This design comes from an exercise in tuning for small area and a short achievable clock period on the open sky130 flow, not from production work. Function was checked by simulation only, so behaviour that the tests miss may differ from the original. Power and IR drop assume default switching activity.

==> flow/design.v <==
module qspi_mem_responder #(
    parameter int DEPTH        = 256,
    parameter int DUMMY_CYCLES = 6,
    parameter int SYNC_STAGES  = 2
) (
    input  logic                     clk_i,
    input  logic                     rst_i,
    input  logic                     cs_in,
    input  logic                     sck_i,
    input  logic [3:0]               sd_i,
    output logic [3:0]               sd_o,
    output logic [3:0]               sd_oen_o,
    input  logic                     bd_we_i,
    input  logic [$clog2(DEPTH)-1:0] bd_addr_i,
    input  logic [7:0]               bd_data_i
);
    localparam int NSLOT = 16;               
    localparam int NBYTE = DEPTH / NSLOT;    
    localparam int AW    = $clog2(DEPTH);
    localparam int BW    = $clog2(NBYTE);    
    localparam int PW    = AW - BW;          
    localparam logic [3:0] HDR_OP   = 4'd1;
    localparam logic [3:0] HDR_ADDR = 4'd7;
    localparam logic [3:0] HDR_LAST = 4'(7 + DUMMY_CYCLES);
    typedef enum logic [2:0] {
        ST_IDLE,
        ST_HDR,
        ST_RDATA,
        ST_WDATA,
        ST_IGNORE
    } state_t;
    logic [SYNC_STAGES-1:0]      cs_sync_reg;
    logic [SYNC_STAGES-1:0]      sck_sync_reg;
    logic [SYNC_STAGES-1:0][3:0] sd_sync_reg;
    always_ff @(posedge clk_i) begin
        if (rst_i) cs_sync_reg <= '1;
        else       cs_sync_reg <= {cs_sync_reg[SYNC_STAGES-2:0], cs_in};
        sck_sync_reg <= {sck_sync_reg[SYNC_STAGES-2:0], sck_i};
        sd_sync_reg  <= {sd_sync_reg[SYNC_STAGES-2:0], sd_i};
    end
    logic       cs_s, sck_s;
    logic [3:0] sd_s;
    assign cs_s  = cs_sync_reg[SYNC_STAGES-1];
    assign sck_s = sck_sync_reg[SYNC_STAGES-1];
    assign sd_s  = sd_sync_reg[SYNC_STAGES-1];
    logic                   sck_prev_reg;
    logic                   cs_prev_reg;
    logic [SYNC_STAGES-1:0] flush_reg;
    logic                   armed_reg;
    always_ff @(posedge clk_i) begin
        sck_prev_reg <= sck_s;
        if (rst_i) begin
            cs_prev_reg <= 1'b1;
            flush_reg   <= '0;
            armed_reg   <= 1'b0;
        end else begin
            cs_prev_reg <= cs_s;
            flush_reg   <= (flush_reg << 1) | SYNC_STAGES'(1);
            if (flush_reg[SYNC_STAGES-1] && cs_s)
                armed_reg <= 1'b1;
        end
    end
    logic sck_rise, sck_fall, cs_fall;
    assign sck_rise = sck_s & ~sck_prev_reg & ~cs_s;
    assign sck_fall = ~sck_s & sck_prev_reg & ~cs_s;
    assign cs_fall  = armed_reg & cs_prev_reg & ~cs_s;
    logic [PW-1:0] rot_reg;
    always_ff @(posedge clk_i) rot_reg <= rot_reg + PW'(1);
    state_t     state_reg;
    logic [3:0] hdr_cnt_reg;     
    logic [3:0] shift_reg;
    logic [7:0] shift_next;
    logic       is_read_reg;
    logic [AW-1:0] addr_reg;     
    logic       rd_phase_reg;    
    logic       wr_half_reg;     
    logic       fetch_on_reg;    
    logic       start_reg;       
    logic       rbuf_vld_reg;    
    logic [7:0] rbuf_reg;
    logic [7:0] cur_reg;         
    logic [7:0] cur_next;
    logic       rd_phase_next;
    assign shift_next = {shift_reg, sd_s};
    logic [PW-1:0] tap_pos_reg;   
    logic          tap_hit;
    logic [7:0]    tap_byte;
    logic          consume;
    logic          fetch;
    assign tap_hit = (tap_pos_reg == '0);
    assign consume = (state_reg == ST_RDATA) && sck_fall && !rd_phase_reg;
    assign fetch   = fetch_on_reg && tap_hit && (!rbuf_vld_reg || consume);
    assign cur_next = consume ? rbuf_reg : cur_reg;
    always_comb begin
        rd_phase_next = rd_phase_reg;
        if (state_reg == ST_HDR && sck_rise && hdr_cnt_reg == HDR_ADDR)
            rd_phase_next = 1'b0;
        else if (state_reg == ST_RDATA && sck_fall)
            rd_phase_next = !rd_phase_reg;
    end
    always_ff @(posedge clk_i) rd_phase_reg <= rd_phase_next;
    logic wr_commit;
    assign wr_commit = (state_reg == ST_WDATA) && sck_rise && wr_half_reg;
    always_ff @(posedge clk_i) begin
        if (fetch)
            rbuf_reg <= tap_byte ^ {8{rot_reg[0]}};
        cur_reg <= cur_next;
        if (sck_rise)
            shift_reg <= shift_next[3:0];
        sd_o <= rd_phase_next ? cur_next[7:4] : cur_next[3:0];
    end
    always_ff @(posedge clk_i) begin
        if (rst_i) begin
            state_reg <= ST_IDLE;
            sd_oen_o  <= '0;
        end else if (cs_s) begin
            state_reg <= ST_IDLE;
            sd_oen_o  <= '0;
        end else begin
            case (state_reg)
                ST_IDLE:   if (cs_fall) state_reg <= ST_HDR;
                ST_HDR: begin
                    if (sck_rise) begin
                        if (hdr_cnt_reg == HDR_OP) begin
                            if (shift_next != 8'hEB && shift_next != 8'h38)
                                state_reg <= ST_IGNORE;
                        end
                        if (hdr_cnt_reg == HDR_ADDR && !is_read_reg)
                            state_reg <= ST_WDATA;
                        if (hdr_cnt_reg == HDR_LAST)
                            state_reg <= ST_RDATA;
                    end
                end
                ST_RDATA:  if (sck_fall) sd_oen_o <= 4'hF;
                default: ;
            endcase
        end
    end
    always_ff @(posedge clk_i) begin
        if (state_reg == ST_IDLE) begin
            hdr_cnt_reg  <= '0;
            fetch_on_reg <= 1'b0;
        end else begin
            if (state_reg == ST_HDR && sck_rise)
                hdr_cnt_reg <= hdr_cnt_reg + 4'd1;
            if (start_reg)
                fetch_on_reg <= 1'b1;
        end
        if (start_reg)
            tap_pos_reg <= addr_reg[AW-1:BW] + rot_reg + PW'(1);
        else if (fetch && (addr_reg[BW-1:0] == '1))
            tap_pos_reg <= PW'(2);
        else
            tap_pos_reg <= tap_pos_reg + PW'(1);
        if (state_reg == ST_HDR && sck_rise && hdr_cnt_reg == HDR_OP)
            is_read_reg <= shift_next[0];    
        if (state_reg == ST_HDR && sck_rise && hdr_cnt_reg == HDR_ADDR) begin
            addr_reg     <= shift_next[AW-1:0];
            start_reg    <= is_read_reg;
            rbuf_vld_reg <= 1'b0;
            wr_half_reg  <= 1'b0;
        end else begin
            start_reg <= 1'b0;
            if (fetch || wr_commit)
                addr_reg <= addr_reg + AW'(1);
            if (fetch)
                rbuf_vld_reg <= 1'b1;
            else if (consume)
                rbuf_vld_reg <= 1'b0;
            if (state_reg == ST_WDATA && sck_rise)
                wr_half_reg <= !wr_half_reg;
        end
    end
    logic          wa_v_reg;
    logic [AW-1:0] wa_addr_reg;
    logic [7:0]    wa_data_reg;
    always_ff @(posedge clk_i) begin
        wa_v_reg <= wr_commit | bd_we_i;
        if (state_reg == ST_WDATA) begin
            wa_addr_reg <= addr_reg;
            wa_data_reg <= {shift_reg, sd_s};
        end else begin
            wa_addr_reg <= bd_addr_i;
            wa_data_reg <= bd_data_i;
        end
    end
    logic [PW-1:0]    wslot;
    logic [NSLOT-1:0] slot_hit, slot_miss;    
    logic [NBYTE-1:0] byte_hit, byte_miss;    
    logic [7:0]       wdata_n_reg;
    logic [NSLOT-1:0] slot_hit_next;
    logic [NBYTE-1:0] byte_hit_next;
    assign wslot = wa_addr_reg[AW-1:BW] + rot_reg;
    always_comb begin
        for (int p = 0; p < NSLOT; p++)
            slot_hit_next[p] = wa_v_reg && (wslot == PW'(p));
        for (int b = 0; b < NBYTE; b++)
            byte_hit_next[b] = (wa_addr_reg[BW-1:0] == BW'(b));
    end
    always_ff @(posedge clk_i) begin
        slot_hit    <= slot_hit_next;
        slot_miss   <= ~slot_hit_next;
        byte_hit    <= byte_hit_next;
        byte_miss   <= ~byte_hit_next;
        wdata_n_reg <= ~(wa_data_reg ^ {8{rot_reg[0]}});
    end
    logic [NSLOT-1:0][NBYTE-1:0][7:0] ring_reg;
    logic [NSLOT-1:0][NBYTE-1:0][7:0] ring_next;
    genvar gp, gb;
    generate
        for (gp = 0; gp < NSLOT; gp++) begin : g_slot
            for (gb = 0; gb < NBYTE; gb++) begin : g_byte
                logic sel, sel_n;
                assign sel   = ~(slot_miss[gp] | byte_miss[gb]);
                assign sel_n = ~(slot_hit[gp] & byte_hit[gb]);
                assign ring_next[gp][gb] =
                    ~((ring_reg[(gp + NSLOT - 1) % NSLOT][gb] | {8{sel}})
                      & ({8{sel_n}} | wdata_n_reg));
            end
        end
    endgenerate
    always_ff @(posedge clk_i) ring_reg <= ring_next;
    assign tap_byte = ring_reg[NSLOT-2][addr_reg[BW-1:0]];
endmodule
Settings: LEC_CHECK=0, CAP_MARGIN=20, CORE_MARGIN=2, CORE_UTILIZATION=65, CTS_CLUSTER_DIAMETER=70, CTS_CLUSTER_SIZE=26, PLACE_DENSITY=0.72, SETUP_SLACK_MARGIN=3.3, SLEW_MARGIN=20; clock period 5.0 ns.
run.sh (not shown) runs the stock make flow with config.mk's settings and CLKGATE_MAP_FILE= SYNTH_SCRIPT=/design/flow/synth_recipe.tcl, a recipe that flattens the netlist after the stock synthesis.
==> next run, changes <==
--- a/flow/design.v
+++ b/flow/design.v
@@ -75,12 +75,9 @@
     logic       rd_phase_reg;    
     logic       wr_half_reg;     
     logic       fetch_on_reg;    
-    logic       start_reg;       
     logic       rbuf_vld_reg;    
     logic [7:0] rbuf_reg;
-    logic [7:0] cur_reg;         
-    logic [7:0] cur_next;
-    logic       rd_phase_next;
+    logic [3:0] lo_reg;          
     assign shift_next = {shift_reg, sd_s};
     logic [PW-1:0] tap_pos_reg;   
     logic          tap_hit;
@@ -90,24 +87,17 @@
     assign tap_hit = (tap_pos_reg == '0);
     assign consume = (state_reg == ST_RDATA) && sck_fall && !rd_phase_reg;
     assign fetch   = fetch_on_reg && tap_hit && (!rbuf_vld_reg || consume);
-    assign cur_next = consume ? rbuf_reg : cur_reg;
-    always_comb begin
-        rd_phase_next = rd_phase_reg;
-        if (state_reg == ST_HDR && sck_rise && hdr_cnt_reg == HDR_ADDR)
-            rd_phase_next = 1'b0;
-        else if (state_reg == ST_RDATA && sck_fall)
-            rd_phase_next = !rd_phase_reg;
-    end
-    always_ff @(posedge clk_i) rd_phase_reg <= rd_phase_next;
     logic wr_commit;
     assign wr_commit = (state_reg == ST_WDATA) && sck_rise && wr_half_reg;
     always_ff @(posedge clk_i) begin
         if (fetch)
             rbuf_reg <= tap_byte ^ {8{rot_reg[0]}};
-        cur_reg <= cur_next;
+        if (consume)
+            lo_reg <= rbuf_reg[3:0];
         if (sck_rise)
             shift_reg <= shift_next[3:0];
-        sd_o <= rd_phase_next ? cur_next[7:4] : cur_next[3:0];
+        if ((state_reg == ST_RDATA) && sck_fall)
+            sd_o <= rd_phase_reg ? lo_reg : rbuf_reg[7:4];
     end
     always_ff @(posedge clk_i) begin
         if (rst_i) begin
@@ -140,35 +130,31 @@
         if (state_reg == ST_IDLE) begin
             hdr_cnt_reg  <= '0;
             fetch_on_reg <= 1'b0;
-        end else begin
-            if (state_reg == ST_HDR && sck_rise)
-                hdr_cnt_reg <= hdr_cnt_reg + 4'd1;
-            if (start_reg)
-                fetch_on_reg <= 1'b1;
-        end
-        if (start_reg)
-            tap_pos_reg <= addr_reg[AW-1:BW] + rot_reg + PW'(1);
-        else if (fetch && (addr_reg[BW-1:0] == '1))
-            tap_pos_reg <= PW'(2);
-        else
-            tap_pos_reg <= tap_pos_reg + PW'(1);
+        end else if (state_reg == ST_HDR && sck_rise) begin
+            hdr_cnt_reg <= hdr_cnt_reg + 4'd1;
+        end
         if (state_reg == ST_HDR && sck_rise && hdr_cnt_reg == HDR_OP)
             is_read_reg <= shift_next[0];    
         if (state_reg == ST_HDR && sck_rise && hdr_cnt_reg == HDR_ADDR) begin
             addr_reg     <= shift_next[AW-1:0];
-            start_reg    <= is_read_reg;
+            tap_pos_reg  <= shift_next[AW-1:BW] + rot_reg + PW'(1);
+            fetch_on_reg <= is_read_reg;
             rbuf_vld_reg <= 1'b0;
             wr_half_reg  <= 1'b0;
-        end else begin
-            start_reg <= 1'b0;
+            rd_phase_reg <= 1'b0;
+        end else begin
             if (fetch || wr_commit)
                 addr_reg <= addr_reg + AW'(1);
+            tap_pos_reg <= tap_pos_reg + {{(PW-1){1'b0}}, 1'b1}
+                           + {{(PW-1){1'b0}}, fetch && (addr_reg[BW-1:0] == '1)};
             if (fetch)
                 rbuf_vld_reg <= 1'b1;
             else if (consume)
                 rbuf_vld_reg <= 1'b0;
             if (state_reg == ST_WDATA && sck_rise)
                 wr_half_reg <= !wr_half_reg;
+            if (state_reg == ST_RDATA && sck_fall)
+                rd_phase_reg <= !rd_phase_reg;
         end
     end
     logic          wa_v_reg;
=>
- The changed run ran to the end with no violations
- via count went down slightly
- sequential power barely changes
- final area stays flat
- synthesized cell count went down slightly
- first-iteration DRC count went up slightly
- maximum frequency went up slightly
- clock skew went up by 0.0059 ns

static timing again, ports no longer ideal:
In the flow no input, the clock included, has a driving cell. The finished layouts below were timed again as built, in two steps. Step 1, drivers: a clkbuf_16 drives clk_i and a buf_2 each remaining input, both assumed. Step 2 also shifts input and output timing later by t, the mid clock arrival at the registers, as if the neighbouring blocks saw the same clock. Slacks: ideal ports / drivers / drivers and shift; pairs: ideal ports / drivers.
run | t, ns | setup WS [ns] | clock arrival spread, ns | slew at the worst register clock pin (ns)
the first run | 0.779 | 2.733 / 2.663 / 2.772 | 0.034 / 0.034 | 0.11 / 0.11
the second run | 0.783 | 2.752 / 2.682 / 2.651 | 0.044 / 0.044 | 0.10 / 0.10
After both steps every run listed still meets setup and hold. For the second run, which loses most, drivers alone change the setup slack by -0.070 ns; drivers and shift together by -0.101 ns.
